What follows belongs to an exercise in optimizing a design on an open flow for small area, a short achievable clock period and few clock cycles; a production flow would make more cautious choices. At most, simulation tests tie the RTL to the original design; equivalence was not proved. No activity file was given, so power comes from the tool's default toggle rates.

== the previous run ==
==> module four_channel_rate_limited_averager_top, before the edit <==
module four_channel_rate_limited_averager_top (
	input  logic                          clk,
	input  logic                          arst_n,
	input  logic                          s_tvalid,
	output logic                          s_tready,
	input  logic [fcrla_pkg::IN_W-1:0]    s_tdata,
	input  logic [1:0]                    s_tuser,
	output logic                          m_tvalid,
	input  logic                          m_tready,
	output logic [fcrla_pkg::OUT_W-1:0]   m_tdata,
	input  logic                          cfg_we,
	input  logic [fcrla_pkg::IVAL_W-1:0]  cfg_data
);
	localparam int TW = fcrla_pkg::TALLY_W;
	localparam int XW = fcrla_pkg::TRIPLE_W;
	localparam int HW = fcrla_pkg::TIME_W / 2;
	logic [fcrla_pkg::IVAL_W-1:0] ival_q;
	logic                         cfgd_q;    
	logic                         stream_q;
	logic [2*HW-1:0]              last_q;
	logic [HW:0]                  end_q;     
	logic [2*HW-1:0]              cand_last_q;  
	logic [HW:0]                  cand_end_q;   
	logic                         take_last_q;  
	logic                         take_end_q;   
	logic [2*HW-1:0]              last_v;
	logic [HW:0]                  end_v;
	logic [TW-1:0]                tally_q;
	logic [XW-1:0]                triple_q;  
	logic                         ready_q;
	logic                         pend_q;    
	logic                         busy_q;    
	logic                         valid_q;   
	logic [fcrla_pkg::CNT_W-1:0]  cnt_q;
	logic [TW-1:0]                count_q;   
	logic [XW-1:0]                count3_q;
	logic                         accept;
	logic                         start;
	logic                         smp;
	logic [HW-1:0]                now_lo, now_hi, last_hi1;
	logic                         borrow;
	logic                         lt_end;
	logic                         in_window;
	logic                         hi_zero;
	logic                         emit;
	logic                         div_free;
	logic                         load;
	logic                         zero;
	logic                         add;
	logic                         done;
	logic                         busy_d, valid_d, pend_d, free_d;
	logic [TW-1:0]                tally_d, tally_inc;
	logic [XW-1:0]                triple_d, triple_inc;
	logic [HW-1:0]                cand_hi1, kept_hi1;
	logic                         cmd_smp, smp_ok;
	logic [HW:0]                  end_sum;
	logic [fcrla_pkg::AVG_W-1:0]  avg [fcrla_pkg::LANES];
	assign now_lo   = s_tdata[1 +: HW];
	assign now_hi   = s_tdata[1 + HW +: HW];
	assign div_free = !busy_q && !valid_q;
	assign load     = pend_q && div_free;
	assign s_tready = ready_q;
	assign accept   = s_tvalid && ready_q;
	assign cmd_smp  = s_tvalid && (s_tuser == 2'd0) && s_tdata[0];
	assign smp_ok   = ready_q && stream_q;
	assign start    = s_tvalid && (s_tuser == 2'd1) && ready_q;
	assign smp      = cmd_smp && smp_ok;
	assign zero     = load || start;
	assign add      = cmd_smp && smp_ok && (load || !tally_q[TW-1]);
	assign tally_inc  = tally_q + TW'(1);
	assign triple_inc = triple_q + XW'(3);
	assign tally_d    = zero ? TW'(add) : (add ? tally_inc : tally_q);
	assign triple_d   = zero ? (add ? XW'(3) : '0) : (add ? triple_inc : triple_q);
	assign last_v    = take_last_q ? cand_last_q : last_q;
	assign end_v     = take_end_q ? cand_end_q : end_q;
	assign last_hi1  = take_last_q ? cand_hi1 : kept_hi1;
	assign cand_hi1  = cand_last_q[2*HW-1:HW] + HW'(1);
	assign kept_hi1  = last_q[2*HW-1:HW] + HW'(1);
	assign borrow    = now_lo < last_v[HW-1:0];
	assign lt_end    = now_lo < end_v[HW-1:0];
	assign in_window = end_v[HW] ? (!borrow || lt_end) : (!borrow && lt_end);
	assign hi_zero   = borrow ? (now_hi == last_hi1) : (now_hi == last_v[2*HW-1:HW]);
	assign emit      = smp && hi_zero && in_window ? 1'b0 : smp;
	assign end_sum  = (cfgd_q ? {1'b0, last_v[HW-1:0]} : {1'b0, now_lo}) + (HW+1)'(ival_q);
	assign done    = busy_q && cnt_q == fcrla_pkg::CNT_W'(fcrla_pkg::STEPS - 1);
	assign busy_d  = load || (busy_q && !done);
	assign valid_d = done || (valid_q && !m_tready);
	assign free_d  = !busy_d && !valid_d;
	assign pend_d  = emit || (pend_q && !div_free);
	genvar g;
	generate
		for (g = 0; g < fcrla_pkg::LANES; g++) begin : g_lane
			fcrla_lane u_lane (
				.clk      (clk),
				.acc_zero (zero),
				.add      (add),
				.sample   (s_tdata[33 + 16*g +: fcrla_pkg::SAMPLE_BITS]),
				.follow   (free_d),
				.step     (load || busy_q),
				.d1       (count_q),
				.d3       (count3_q),
				.avg      (avg[g])
			);
		end
	endgenerate
	always_ff @(posedge clk) begin
		tally_q  <= tally_d;
		triple_q <= triple_d;
		if (free_d) begin
			count_q  <= tally_d;
			count3_q <= triple_d;
		end
		if (load) begin
			cnt_q <= fcrla_pkg::CNT_W'(1);
		end else if (busy_q) begin
			cnt_q <= cnt_q + fcrla_pkg::CNT_W'(1);
		end
	end
	always_ff @(posedge clk or negedge arst_n) begin
		if (!arst_n) begin
			ival_q <= fcrla_pkg::EMIT_INTERVAL_RESET;
			cfgd_q <= 1'b0;
		end else begin
			cfgd_q <= cfg_we;
			if (cfg_we) begin
				ival_q <= cfg_data;
			end
		end
	end
	always_ff @(posedge clk or negedge arst_n) begin
		if (!arst_n) begin
			stream_q <= 1'b0;
		end else if (accept && s_tuser == 2'd1) begin
			stream_q <= 1'b1;
		end else if (accept && s_tuser == 2'd2) begin
			stream_q <= 1'b0;
		end
	end
	always_ff @(posedge clk) begin
		cand_last_q <= {now_hi, now_lo};
		cand_end_q  <= end_sum;
	end
	always_ff @(posedge clk or negedge arst_n) begin
		if (!arst_n) begin
			last_q      <= '0;
			end_q       <= (HW+1)'(fcrla_pkg::EMIT_INTERVAL_RESET);
			take_last_q <= 1'b0;
			take_end_q  <= 1'b0;
		end else begin
			last_q      <= last_v;
			end_q       <= end_v;
			take_last_q <= emit;
			take_end_q  <= emit || cfgd_q;
		end
	end
	always_ff @(posedge clk or negedge arst_n) begin
		if (!arst_n) begin
			ready_q <= 1'b1;
			pend_q  <= 1'b0;
			busy_q  <= 1'b0;
			valid_q <= 1'b0;
		end else begin
			ready_q <= !cfg_we && !(pend_d && !free_d);
			pend_q  <= pend_d;
			busy_q  <= busy_d;
			valid_q <= valid_d;
		end
	end
	assign m_tvalid = valid_q;
	assign m_tdata  = {3'b000, count_q, avg[3], avg[2], avg[1], avg[0]};
endmodule
export LEC_CHECK = 0
export CAP_MARGIN = 20
export CORE_MARGIN = 2
export CORE_UTILIZATION = 40
export CTS_CLUSTER_DIAMETER = 100
export CTS_CLUSTER_SIZE = 24
export SETUP_SLACK_MARGIN = 2.5
export SLEW_MARGIN = 20
create_clock -name core_clock -period 5.5 [get_ports {clk}]
standard.sh (not shown) runs the stock make flow with config.mk's settings and CLKGATE_MAP_FILE= SYNTH_SCRIPT=/design/flow/synth_recipe.tcl, a recipe that flattens the netlist after the stock synthesis.
==> flow/flow/run.sh <==
#!/bin/bash
# The standard layout (the standard.sh: standard synthesis, floorplan, placement, CTS,
# routing), except that the port buffers placement inserts are plain buffers
# (sky130_fd_sc_hd__buf_1) instead of the delay cell ORFS picks by default. Every input and
# output port still gets its own buffer; resizing may upsize it later.
set -euo pipefail
export BUFFER_PORTS_ARGS="-buffer_cell sky130_fd_sc_hd__buf_1"
bash standard.sh finish > standard.log 2>&1
Testbench counts of the previous run, summed over its fixed seeds: cycles 15,879.
Here is what was changed in the inputs of the current run compared with the previous run.
diff --git a/flow/design.v b/flow/design.v
--- a/flow/design.v
+++ b/flow/design.v
@@ -119,11 +119,11 @@
 	logic [TW-1:0]                count_q;   
 	logic [XW-1:0]                count3_q;
 	logic                         accept;
 	logic                         start;
 	logic                         smp;
-	logic [HW-1:0]                now_lo, now_hi, last_hi1;
+	logic [HW-1:0]                now_lo, now_hi;
 	logic                         borrow;
 	logic                         lt_end;
 	logic                         in_window;
 	logic                         hi_zero;
 	logic                         emit;
@@ -133,12 +133,13 @@
 	logic                         add;
 	logic                         done;
 	logic                         busy_d, valid_d, pend_d, free_d;
 	logic [TW-1:0]                tally_d, tally_inc;
 	logic [XW-1:0]                triple_d, triple_inc;
-	logic [HW-1:0]                cand_hi1, kept_hi1;
 	logic                         cmd_smp, smp_ok;
+	logic                         borrow_k, borrow_c, lt_end_k, lt_end_c;
+	logic                         eq_k, eq_c, next_k, next_c;
 	logic [HW:0]                  end_sum;
 	logic [fcrla_pkg::AVG_W-1:0]  avg [fcrla_pkg::LANES];
 	assign now_lo   = s_tdata[1 +: HW];
 	assign now_hi   = s_tdata[1 + HW +: HW];
 	assign div_free = !busy_q && !valid_q;
@@ -155,18 +156,23 @@
 	assign triple_inc = triple_q + XW'(3);
 	assign tally_d    = zero ? TW'(add) : (add ? tally_inc : tally_q);
 	assign triple_d   = zero ? (add ? XW'(3) : '0) : (add ? triple_inc : triple_q);
 	assign last_v    = take_last_q ? cand_last_q : last_q;
 	assign end_v     = take_end_q ? cand_end_q : end_q;
-	assign last_hi1  = take_last_q ? cand_hi1 : kept_hi1;
-	assign cand_hi1  = cand_last_q[2*HW-1:HW] + HW'(1);
-	assign kept_hi1  = last_q[2*HW-1:HW] + HW'(1);
-	assign borrow    = now_lo < last_v[HW-1:0];
-	assign lt_end    = now_lo < end_v[HW-1:0];
+	assign borrow_k  = now_lo < last_q[HW-1:0];
+	assign borrow_c  = now_lo < cand_last_q[HW-1:0];
+	assign lt_end_k  = now_lo < end_q[HW-1:0];
+	assign lt_end_c  = now_lo < cand_end_q[HW-1:0];
+	assign eq_k      = now_hi == last_q[2*HW-1:HW];
+	assign eq_c      = now_hi == cand_last_q[2*HW-1:HW];
+	fcrla_is_next u_next_k (.x(now_hi), .y(last_q[2*HW-1:HW]),      .is_next(next_k));
+	fcrla_is_next u_next_c (.x(now_hi), .y(cand_last_q[2*HW-1:HW]), .is_next(next_c));
+	assign borrow    = take_last_q ? borrow_c : borrow_k;
+	assign lt_end    = take_end_q ? lt_end_c : lt_end_k;
 	assign in_window = end_v[HW] ? (!borrow || lt_end) : (!borrow && lt_end);
-	assign hi_zero   = borrow ? (now_hi == last_hi1) : (now_hi == last_v[2*HW-1:HW]);
-	assign emit      = smp && hi_zero && in_window ? 1'b0 : smp;
+	assign hi_zero   = borrow ? (take_last_q ? next_c : next_k) : (take_last_q ? eq_c : eq_k);
+	assign emit      = smp && !(hi_zero && in_window);
 	assign end_sum  = (cfgd_q ? {1'b0, last_v[HW-1:0]} : {1'b0, now_lo}) + (HW+1)'(ival_q);
 	assign done    = busy_q && cnt_q == fcrla_pkg::CNT_W'(fcrla_pkg::STEPS - 1);
 	assign busy_d  = load || (busy_q && !done);
 	assign valid_d = done || (valid_q && !m_tready);
 	assign free_d  = !busy_d && !valid_d;
@@ -251,5 +257,24 @@
 		end
 	end
 	assign m_tvalid = valid_q;
 	assign m_tdata  = {3'b000, count_q, avg[3], avg[2], avg[1], avg[0]};
 endmodule
+module fcrla_is_next #(
+	parameter int W = 16
+) (
+	input  logic [W-1:0] x,
+	input  logic [W-1:0] y,
+	output logic         is_next
+);
+	logic [W-1:0] z;
+	logic [W-1:0] ok;
+	assign z     = x ^ y;
+	assign ok[0] = z[0];
+	genvar i;
+	generate
+		for (i = 1; i < W; i++) begin : g_bit
+			assign ok[i] = z[i] == (z[i-1] && y[i-1]);
+		end
+	endgenerate
+	assign is_next = &ok;
+endmodule
[summary]
Against the previous run, the current run comes in 4.9% higher on total power divided by cell area.
From the previous run to the current run the numbers moved as follows: switching power of the nets shows an increase of 12%; routability congestion estimate saw an increase.
Re met2 routed wirelength: the previous run was lower than the current run.
Comparing share of power burned in combinational logic for the previous run and the current run, the smaller number came from the current run.
The current run reports its capturing element of the worst setup path as g_lane[0].u_lane.div_q[26]$_DFFE_PP_ while the previous run reports ready_q$_DFF_PN1_.
The current run: sequential share of power 1.4 points above the previous run
Summary: minimum clock period after layout, the current run better than the previous run
Compared to the previous run, the current run has combined global-route utilization of all metal layers 0.77 points higher.
Summary — clock skew, the current run relative to the previous run: higher, by 0.0063 ns.
When the current run is measured against the previous run, its worst setup slack turns out 0.48 ns higher.
Compared with the previous run, the current run is hungrier on power.
The final reports for the current run and the previous run show via count higher in the former.
The RTL of the current run was laid out without a check of its function.

## afterwards: timing with drivers on the ports
How much do the figures lean on ideal ports? The routed layouts below were timed once more, with nothing changed but the port constraints. Step 1, drivers: a clkbuf_16 drives clk and a buf_2 each remaining input, both assumed. Step 2 times the ports against the registers' clock, not the clock port: input delays grow and output delays shrink by t, the midpoint of the rising clock arrivals with the driver on. a / b / c = ideal ports / drivers / drivers and shift; a / b = the first two.
run | shift t [ns] | setup slack, ns | pins driven straight from the clock port
the previous run | 0.633 | 1.838 / 1.838 / 1.442 | 1
the current run | 0.633 | 2.322 / 2.322 / 1.714 | 1
After both steps setup and hold are still met in every run listed. For the current run, which loses most, drivers alone change the setup slack by 0.000 ns; drivers and shift together by -0.608 ns.
